This is an optimization exercise on Yosys and OpenROAD, whose aim is small area, a short achievable clock period and few clock cycles per item, not a production implementation. Power is estimated from default activity; no workload was simulated.

==> module pool_engine, before the edit <==
module pool_engine (
	input  logic        clk,
	input  logic        rst,
	input  logic        i_start,
	input  logic [19:0] i_cfg,	 
	input  logic        i_in_valid,
	input  logic [15:0] i_in_data,
	output logic        o_in_credit,
	output logic        o_out_valid,
	output logic [15:0] o_out_data,
	input  logic        i_out_credit,
	output logic        o_busy,
	output logic        o_done
);
	logic        busy_q;	 
	logic        op_q;	 
	logic [2:0]  ws_q;	 
	logic [15:0] rem_q;	 
	logic [3:0]  mask;	 
	logic [15:0] head_q;
	logic        hv_q;	 
	logic [15:0] mem [3];
	logic [2:0]  wr_sel;	 
	logic [2:0]  rd_sel;	 
	logic [2:0]  mocc;	 
	logic [15:0] mem_rd;
	logic        load_head, from_mem, to_mem;
	logic [3:0]  atom_q;	 
	logic        nfirst_q;	 
	logic        nlast_q;	 
	logic        nword0_q;	 
	logic [3:0]  chan_q;	 
	logic        ch15_q;	 
	logic [3:0]  since_q;	 
	logic        aligned_q;	 
	logic [3:0]  used_q;	 
	logic        pop, win_end;
	logic [3:0]  atom_nx;
	logic [15:0] rem_dec;
	logic        premask;	 
	logic [12:0] lo_sum;
	logic        gt;
	logic [11:0] w_lo;
	logic [3:0]  w_hi;	 
	logic        w_c;	 
	logic        w_gt;	 
	logic [2:0]  w_sh;	 
	logic        w_last, w_final;
	logic [19:0] ring [16];
	logic [19:0] nxt;	 
	assign mask    = 4'((5'd1 << ws_q) - 5'd1);
	assign pop     = hv_q && (!nword0_q || aligned_q) && (nlast_q || !used_q[3]);
	assign win_end = !nlast_q && ch15_q;
	assign atom_nx = nlast_q ? atom_q + 4'd1 : 4'd0;
	assign load_head = !hv_q || pop;
	assign from_mem  = load_head && mocc[0];
	assign to_mem    = i_in_valid && !(load_head && !mocc[0]);
	assign mem_rd    = ({16{rd_sel[0]}} & mem[0]) | ({16{rd_sel[1]}} & mem[1]) |
	                   ({16{rd_sel[2]}} & mem[2]);
	assign lo_sum  = {1'b0, ring[14][11:0]} + {1'b0, head_q[11:0]};
	assign nxt     = op_q ? {ring[15][19:12] + {4'd0, w_hi} + {7'd0, w_c}, ring[15][11:0]}
	                      : {4'd0, w_gt ? {w_hi, w_lo} : ring[15][15:0]};
	assign o_out_data = ring[0][15:0];
	assign gt      = (head_q > ring[14][15:0]);
	assign premask = !((pop && ch15_q) ? nlast_q : nfirst_q) &&
	                 (!(pop ? !win_end : nword0_q) || pop || (since_q == 4'd15));
	always_comb begin
		for (int i = 0; i < 16; i++) begin
			rem_dec[i] = rem_q[i] ^ ~|(rem_q & ((16'd1 << i) - 16'd1));
		end
	end
	always_ff @(posedge clk) begin
		for (int k = 0; k < 3; k++) begin
			if (!mocc[2] && wr_sel[k]) begin
				mem[k] <= i_in_data;
			end
		end
		if (load_head) begin
			head_q <= from_mem ? mem_rd : i_in_data;
		end
	end
	always_ff @(posedge clk or posedge rst) begin
		if (rst) begin
			hv_q     <= 1'b0;
			wr_sel   <= 3'd1;
			rd_sel   <= 3'd1;
			mocc     <= 3'd0;
			atom_q   <= 4'd0;
			nfirst_q <= 1'b0;
			nword0_q <= 1'b0;
			chan_q   <= 4'd0;
			ch15_q   <= 1'b0;
			used_q   <= 4'd0;
			w_last   <= 1'b0;
			w_final  <= 1'b0;
			busy_q   <= 1'b0;
		end else begin
			if (load_head) begin
				hv_q <= mocc[0] || i_in_valid;
			end
			if (to_mem) begin
				wr_sel <= {wr_sel[1:0], wr_sel[2]};
			end
			if (from_mem) begin
				rd_sel <= {rd_sel[1:0], rd_sel[2]};
			end
			case ({to_mem, from_mem})
				2'b10:   mocc <= {mocc[1:0], 1'b1};
				2'b01:   mocc <= {1'b0, mocc[2:1]};
				default: ;
			endcase
			if (pop) begin
				chan_q   <= chan_q + 4'd1;
				ch15_q   <= (chan_q == 4'd14);
				nword0_q <= !win_end;
				if (ch15_q) begin
					atom_q   <= atom_nx;
					nfirst_q <= nlast_q;
				end
			end
			case ({pop && !nlast_q, i_out_credit})
				2'b10:   used_q <= {used_q[2:0], 1'b1};
				2'b01:   used_q <= {1'b0, used_q[3:1]};
				default: ;
			endcase
			w_last   <= pop && !nlast_q;
			w_final  <= pop && win_end && (rem_q == 16'd1);
			busy_q   <= busy_q ? !w_final : i_start;
		end
	end
	always_ff @(posedge clk) begin
		if (!busy_q) begin
			op_q    <= i_cfg[19];
			ws_q    <= i_cfg[18:16];
			rem_q   <= i_cfg[15:0];
			nlast_q <= (i_cfg[18:16] != 3'd0);
		end else begin
			if (pop && win_end) begin
				rem_q <= rem_dec;
			end
			if (pop && ch15_q) begin
				nlast_q <= (atom_nx != mask);
			end
		end
	end
	always_ff @(posedge clk) begin
		o_in_credit <= pop;
		o_out_valid <= w_last;
		o_done      <= w_final;
		o_busy      <= busy_q ? !w_final : i_start;
	end
	always_ff @(posedge clk) begin
		since_q   <= pop ? 4'd0 : since_q + 4'd1;
		aligned_q <= pop || (since_q == 4'd15);
		w_lo      <= head_q[11:0];
		w_hi      <= pop ? head_q[15:12] : 4'd0;
		w_c       <= pop && op_q && lo_sum[12];
		w_gt      <= pop && !op_q && gt;
		w_sh      <= (pop && op_q && !nlast_q) ? ws_q : 3'd0;
		ring[15]  <= {ring[14][19:12], (pop && op_q) ? lo_sum[11:0] : ring[14][11:0]};
		ring[0]   <= nxt >> w_sh;
		for (int i = 1; i < 14; i++) begin
			ring[i] <= ring[i-1];
		end
		ring[14]  <= premask ? 20'd0 : ring[13];
	end
endmodule
export LEC_CHECK = 0
export ABC_CLOCK_PERIOD_IN_PS = 2000
export CAP_MARGIN = 20
export CORE_MARGIN = 2
export CORE_UTILIZATION = 65
export CTS_BUF_LIST = sky130_fd_sc_hd__clkbuf_8
export CTS_CLUSTER_DIAMETER = 40
export CTS_CLUSTER_SIZE = 16
export SETUP_SLACK_MARGIN = 3.8
export SLEW_MARGIN = 20
create_clock -name core_clock -period 6.0 [get_ports {clk}]
standard.sh (not shown) runs the stock make flow with config.mk's settings and CLKGATE_MAP_FILE= SYNTH_SCRIPT=/design/flow/synth_recipe.tcl, a recipe that flattens the netlist after the stock synthesis.
==> flow/flow/run.sh <==
#!/bin/bash
# The standard layout (standard.sh), with port buffers and clock tree options set here.
set -euo pipefail
export BUFFER_PORTS_ARGS="-buffer_cell sky130_fd_sc_hd__buf_2"
export CTS_ARGS="-sink_clustering_enable -repair_clock_nets -sink_clustering_size 16 -sink_clustering_max_diameter 40 -buf_list sky130_fd_sc_hd__clkbuf_8 -root_buf sky130_fd_sc_hd__clkbuf_16 -dont_use_dummy_load"
bash standard.sh > standard.log 2>&1
Next try:
--- a/flow/design.v
+++ b/flow/design.v
@@ -34,4 +34,5 @@
 	logic [15:0] rem_q;	 
 	logic [3:0]  mask;	 
+	logic [2:0]  sh;	 
 	logic [15:0] head_q;
 	logic        hv_q;	 
@@ -55,15 +56,17 @@
 	logic [15:0] rem_dec;
 	logic        premask;	 
-	logic [12:0] lo_sum;
+	logic [10:0] lo_sum;
 	logic        gt;
-	logic [11:0] w_lo;
-	logic [3:0]  w_hi;	 
+	logic [9:0]  w_lo;
+	logic [5:0]  w_hi;	 
 	logic        w_c;	 
 	logic        w_gt;	 
-	logic [2:0]  w_sh;	 
 	logic        w_last, w_final;
 	logic [19:0] ring [16];
 	logic [19:0] nxt;	 
 	assign mask    = 4'((5'd1 << ws_q) - 5'd1);
+	assign nxt     = op_q ? {ring[15][19:10] + {4'd0, w_hi} + {9'd0, w_c}, ring[15][9:0]}
+	                      : {4'd0, w_gt ? {w_hi, w_lo} : ring[15][15:0]};
+	assign sh      = op_q ? ws_q : 3'd0;
 	assign pop     = hv_q && (!nword0_q || aligned_q) && (nlast_q || !used_q[3]);
 	assign win_end = !nlast_q && ch15_q;
@@ -74,8 +77,5 @@
 	assign mem_rd    = ({16{rd_sel[0]}} & mem[0]) | ({16{rd_sel[1]}} & mem[1]) |
 	                   ({16{rd_sel[2]}} & mem[2]);
-	assign lo_sum  = {1'b0, ring[14][11:0]} + {1'b0, head_q[11:0]};
-	assign nxt     = op_q ? {ring[15][19:12] + {4'd0, w_hi} + {7'd0, w_c}, ring[15][11:0]}
-	                      : {4'd0, w_gt ? {w_hi, w_lo} : ring[15][15:0]};
-	assign o_out_data = ring[0][15:0];
+	assign lo_sum  = {1'b0, ring[14][9:0]} + {1'b0, head_q[9:0]};
 	assign gt      = (head_q > ring[14][15:0]);
 	assign premask = !((pop && ch15_q) ? nlast_q : nfirst_q) &&
@@ -169,15 +169,15 @@
 		since_q   <= pop ? 4'd0 : since_q + 4'd1;
 		aligned_q <= pop || (since_q == 4'd15);
-		w_lo      <= head_q[11:0];
-		w_hi      <= pop ? head_q[15:12] : 4'd0;
-		w_c       <= pop && op_q && lo_sum[12];
+		w_lo      <= head_q[9:0];
+		w_hi      <= pop ? head_q[15:10] : 6'd0;
+		w_c       <= pop && op_q && lo_sum[10];
 		w_gt      <= pop && !op_q && gt;
-		w_sh      <= (pop && op_q && !nlast_q) ? ws_q : 3'd0;
-		ring[15]  <= {ring[14][19:12], (pop && op_q) ? lo_sum[11:0] : ring[14][11:0]};
-		ring[0]   <= nxt >> w_sh;
+		ring[15]  <= {ring[14][19:10], (pop && op_q) ? lo_sum[9:0] : ring[14][9:0]};
+		ring[0]   <= nxt;
 		for (int i = 1; i < 14; i++) begin
 			ring[i] <= ring[i-1];
 		end
 		ring[14]  <= premask ? 20'd0 : ring[13];
+		o_out_data <= 16'(nxt >> sh);
 	end
 endmodule
After rerunning:
- sequential cell count climbs by 13
- cell area barely changes
- power drops by 1.8%
- wire length climbs by 1.8%
- cell count climbs by 2.4%
- clock power climbs by about 2%
- sequential share of layout area climbs by 1.4 points
- via count climbs by 2.0%
- setup slack gets worse by 0.20 ns
- clock-buffer cell count climbs by 1
- non-clock buffer count drops by 5
- clock skew climbs by 0.018 ns
No functional check of the RTL was part of any run of this note.

* * *

The RTL this note starts from:
==> flow/design.v <==
`timescale 1ns/100ps
package pool_pkg;
	typedef logic [16-1:0] word_t;
	typedef logic [16*16-1:0] atom_t;
	typedef logic [16+4-1:0] sum_t;
	typedef enum logic {
		POOL_MAX = 1'b0,	 
		POOL_AVE = 1'b1	 
	} pool_op_e;
	typedef struct packed {
		pool_op_e    op;
		logic [2:0]  win_shift;	 
		logic [15:0] n_windows;	 
	} pool_cfg_t;
endpackage
`timescale 1ns/100ps
module pool_engine (
	input  logic        clk,
	input  logic        rst,
	input  logic        i_start,
	input  logic [19:0] i_cfg,	 
	input  logic        i_in_valid,
	input  logic [15:0] i_in_data,
	output logic        o_in_credit,
	output logic        o_out_valid,
	output logic [15:0] o_out_data,
	input  logic        i_out_credit,
	output logic        o_busy,
	output logic        o_done
);
	logic        busy_q;	 
	logic        op_q;	 
	logic [2:0]  ws_q;	 
	logic [15:0] rem_q;	 
	logic [3:0]  mask;	 
	logic [2:0]  sh;	 
	logic [15:0] head_q;
	logic        hv_q;	 
	logic [15:0] mem [3];
	logic [2:0]  wr_sel;	 
	logic [2:0]  rd_sel;	 
	logic [2:0]  mocc;	 
	logic [15:0] mem_rd;
	logic        load_head, from_mem, to_mem;
	logic [3:0]  atom_q;	 
	logic        nfirst_q;	 
	logic        nlast_q;	 
	logic        nword0_q;	 
	logic [3:0]  chan_q;	 
	logic        ch15_q;	 
	logic [3:0]  since_q;	 
	logic        aligned_q;	 
	logic [3:0]  used_q;	 
	logic        pop, win_end;
	logic [3:0]  atom_nx;
	logic [15:0] rem_dec;
	logic        premask;	 
	logic [10:0] lo_sum;
	logic        gt;
	logic [5:0]  w_hi;	 
	logic        w_c;	 
	logic        w_last, w_final;
	logic [19:0] ring [16];
	logic        s2_v, s2_final;
	assign mask    = 4'((5'd1 << ws_q) - 5'd1);
	assign sh      = op_q ? ws_q : 3'd0;
	assign pop     = hv_q && (!nword0_q || aligned_q) && (nlast_q || !used_q[3]);
	assign win_end = !nlast_q && ch15_q;
	assign atom_nx = nlast_q ? atom_q + 4'd1 : 4'd0;
	assign load_head = !hv_q || pop;
	assign from_mem  = load_head && mocc[0];
	assign to_mem    = i_in_valid && !(load_head && !mocc[0]);
	assign mem_rd    = ({16{rd_sel[0]}} & mem[0]) | ({16{rd_sel[1]}} & mem[1]) |
	                   ({16{rd_sel[2]}} & mem[2]);
	assign lo_sum  = {1'b0, ring[14][9:0]} + {1'b0, head_q[9:0]};
	assign gt      = word_gt(head_q, ring[14][15:0]);
	assign premask = !((pop && ch15_q) ? nlast_q : nfirst_q) &&
	                 (!(pop ? !win_end : nword0_q) || pop || (since_q == 4'd15));
	function automatic logic word_gt(input logic [15:0] a, input logic [15:0] b);
		logic [15:0] g, l;
		g = a & ~b;
		l = ~a & b;
		for (int w = 1; w < 16; w = w * 2) begin
			for (int i = 0; i + w < 16; i = i + 2 * w) begin
				g[i] = g[i + w] | (!l[i + w] && g[i]);
				l[i] = l[i + w] | (!g[i + w] && l[i]);
			end
		end
		word_gt = g[0];
	endfunction
	always_comb begin
		for (int i = 0; i < 16; i++) begin
			rem_dec[i] = rem_q[i] ^ ~|(rem_q & ((16'd1 << i) - 16'd1));
		end
	end
	always_ff @(posedge clk) begin
		for (int k = 0; k < 3; k++) begin
			if (!mocc[2] && wr_sel[k]) begin
				mem[k] <= i_in_data;
			end
		end
		if (load_head) begin
			head_q <= from_mem ? mem_rd : i_in_data;
		end
	end
	always_ff @(posedge clk or posedge rst) begin
		if (rst) begin
			hv_q     <= 1'b0;
			wr_sel   <= 3'd1;
			rd_sel   <= 3'd1;
			mocc     <= 3'd0;
			atom_q   <= 4'd0;
			nfirst_q <= 1'b0;
			nword0_q <= 1'b0;
			chan_q   <= 4'd0;
			ch15_q   <= 1'b0;
			used_q   <= 4'd0;
			w_last   <= 1'b0;
			w_final  <= 1'b0;
			s2_v     <= 1'b0;
			s2_final <= 1'b0;
			busy_q   <= 1'b0;
		end else begin
			if (load_head) begin
				hv_q <= mocc[0] || i_in_valid;
			end
			if (to_mem) begin
				wr_sel <= {wr_sel[1:0], wr_sel[2]};
			end
			if (from_mem) begin
				rd_sel <= {rd_sel[1:0], rd_sel[2]};
			end
			case ({to_mem, from_mem})
				2'b10:   mocc <= {mocc[1:0], 1'b1};
				2'b01:   mocc <= {1'b0, mocc[2:1]};
				default: ;
			endcase
			if (pop) begin
				chan_q   <= chan_q + 4'd1;
				ch15_q   <= (chan_q == 4'd14);
				nword0_q <= !win_end;
				if (ch15_q) begin
					atom_q   <= atom_nx;
					nfirst_q <= nlast_q;
				end
			end
			case ({pop && !nlast_q, i_out_credit})
				2'b10:   used_q <= {used_q[2:0], 1'b1};
				2'b01:   used_q <= {1'b0, used_q[3:1]};
				default: ;
			endcase
			w_last   <= pop && !nlast_q;
			w_final  <= pop && win_end && (rem_q == 16'd1);
			s2_v     <= w_last;
			s2_final <= w_final;
			busy_q   <= busy_q ? !s2_final : i_start;
		end
	end
	always_ff @(posedge clk) begin
		if (!busy_q) begin
			op_q    <= i_cfg[19];
			ws_q    <= i_cfg[18:16];
			rem_q   <= i_cfg[15:0];
			nlast_q <= (i_cfg[18:16] != 3'd0);
		end else begin
			if (pop && win_end) begin
				rem_q <= rem_dec;
			end
			if (pop && ch15_q) begin
				nlast_q <= (atom_nx != mask);
			end
		end
	end
	always_ff @(posedge clk) begin
		o_in_credit <= pop;
		o_out_valid <= s2_v;
		o_done      <= s2_final;
		o_busy      <= busy_q ? !s2_final : i_start;
	end
	always_ff @(posedge clk) begin
		since_q   <= pop ? 4'd0 : since_q + 4'd1;
		aligned_q <= pop || (since_q == 4'd15);
		w_hi      <= (pop && op_q) ? head_q[15:10] : 6'd0;
		w_c       <= pop && op_q && lo_sum[10];
		ring[15]  <= !pop ? ring[14] :
		             op_q ? {ring[14][19:10], lo_sum[9:0]} : {4'd0, gt ? head_q : ring[14][15:0]};
		ring[0]   <= {ring[15][19:10] + {4'd0, w_hi} + {9'd0, w_c}, ring[15][9:0]};
		for (int i = 1; i < 14; i++) begin
			ring[i] <= ring[i-1];
		end
		ring[14]  <= premask ? 20'd0 : ring[13];
		o_out_data <= 16'(ring[0] >> sh);
	end
endmodule
==> flow/config.mk <==
export PLATFORM = sky130hd
export DESIGN_NAME = pool_engine
export DESIGN_NICKNAME = pool_engine
export VERILOG_FILES = /design/flow/design.v
export SDC_FILE = /design/flow/constraint.sdc
export NUM_CORES = 4
export LEC_CHECK = 0
export ABC_CLOCK_PERIOD_IN_PS = 2000
export CAP_MARGIN = 20
export CORE_MARGIN = 2
export CORE_UTILIZATION = 65
export CTS_BUF_LIST = sky130_fd_sc_hd__clkbuf_8
export CTS_CLUSTER_DIAMETER = 40
export CTS_CLUSTER_SIZE = 16
export SETUP_SLACK_MARGIN = 3.7
export SLEW_MARGIN = 20
==> flow/constraint.sdc <==
create_clock -name core_clock -period 6.0 [get_ports {clk}]
set_input_delay 1.2000 -clock core_clock [delete_from_list [all_inputs] [get_ports {clk}]]
set_output_delay 1.2000 -clock core_clock [all_outputs]
set_load 0.01 [all_outputs]
==> flow/flow/run.sh <==
#!/bin/bash
# The standard layout (standard.sh), with port buffers and clock tree options set here.
set -euo pipefail
export BUFFER_PORTS_ARGS="-buffer_cell sky130_fd_sc_hd__buf_2"
export CTS_ARGS="-sink_clustering_enable -repair_clock_nets -sink_clustering_size 24 -sink_clustering_max_diameter 60 -buf_list sky130_fd_sc_hd__clkbuf_16 -root_buf sky130_fd_sc_hd__clkbuf_16 -dont_use_dummy_load"
bash standard.sh > standard.log 2>&1
Edit:
--- a/flow/design.v
+++ b/flow/design.v
@@ -74,19 +74,7 @@
 	                   ({16{rd_sel[2]}} & mem[2]);
 	assign lo_sum  = {1'b0, ring[14][9:0]} + {1'b0, head_q[9:0]};
-	assign gt      = word_gt(head_q, ring[14][15:0]);
+	assign gt      = (head_q > ring[14][15:0]);
 	assign premask = !((pop && ch15_q) ? nlast_q : nfirst_q) &&
 	                 (!(pop ? !win_end : nword0_q) || pop || (since_q == 4'd15));
-	function automatic logic word_gt(input logic [15:0] a, input logic [15:0] b);
-		logic [15:0] g, l;
-		g = a & ~b;
-		l = ~a & b;
-		for (int w = 1; w < 16; w = w * 2) begin
-			for (int i = 0; i + w < 16; i = i + 2 * w) begin
-				g[i] = g[i + w] | (!l[i + w] && g[i]);
-				l[i] = l[i + w] | (!g[i + w] && l[i]);
-			end
-		end
-		word_gt = g[0];
-	endfunction
 	always_comb begin
 		for (int i = 0; i < 16; i++) begin
The new run completed with no timing, DRC or antenna violations.
Clock power hardly moves.
Hold slack loses 0.0082 ns.
Register-to-register slack gains 0.05 ns.
Flip-flop and latch count stays the same.
Synthesized cell count goes down by a few percent.
Non-clock buffer count goes down by 3.
Clock skew goes up by 0.017 ns.
Cell area goes down slightly.
Setup slack gains 0.048 ns.
Wire length goes down slightly.
No run of this note included a check of the RTL's function; only the layout flow was run.

[what the ideal ports hide]
How much do the figures lean on ideal ports? The routed layouts below were timed once more, with nothing changed but the port constraints. Step 1: set_driving_cell puts a clkbuf_16 on clk and a buf_2 on each other input, an assumption about the parent block. Step 2, shift: input delay + t, output delay - t, t = (earliest + latest rising clock arrival at the registers) / 2. This alone moves slack from input paths to output paths. Three values: ideal, step 1, step 2; two values: the first two.
run | t, ns | slack for setup (ns) | worst setup path at the end
the first run of note 1 | 0.521 | 3.635 / 3.635 / 3.635 | register to register
the second run of note 1 | 0.533 | 3.438 / 3.438 / 3.438 | register to register
the first run of note 2 | 0.579 | 3.670 / 3.670 / 3.670 | register to register
the second run of note 2 | 0.583 | 3.718 / 3.708 / 3.718 | register to register
After both steps every run listed still meets setup and hold.
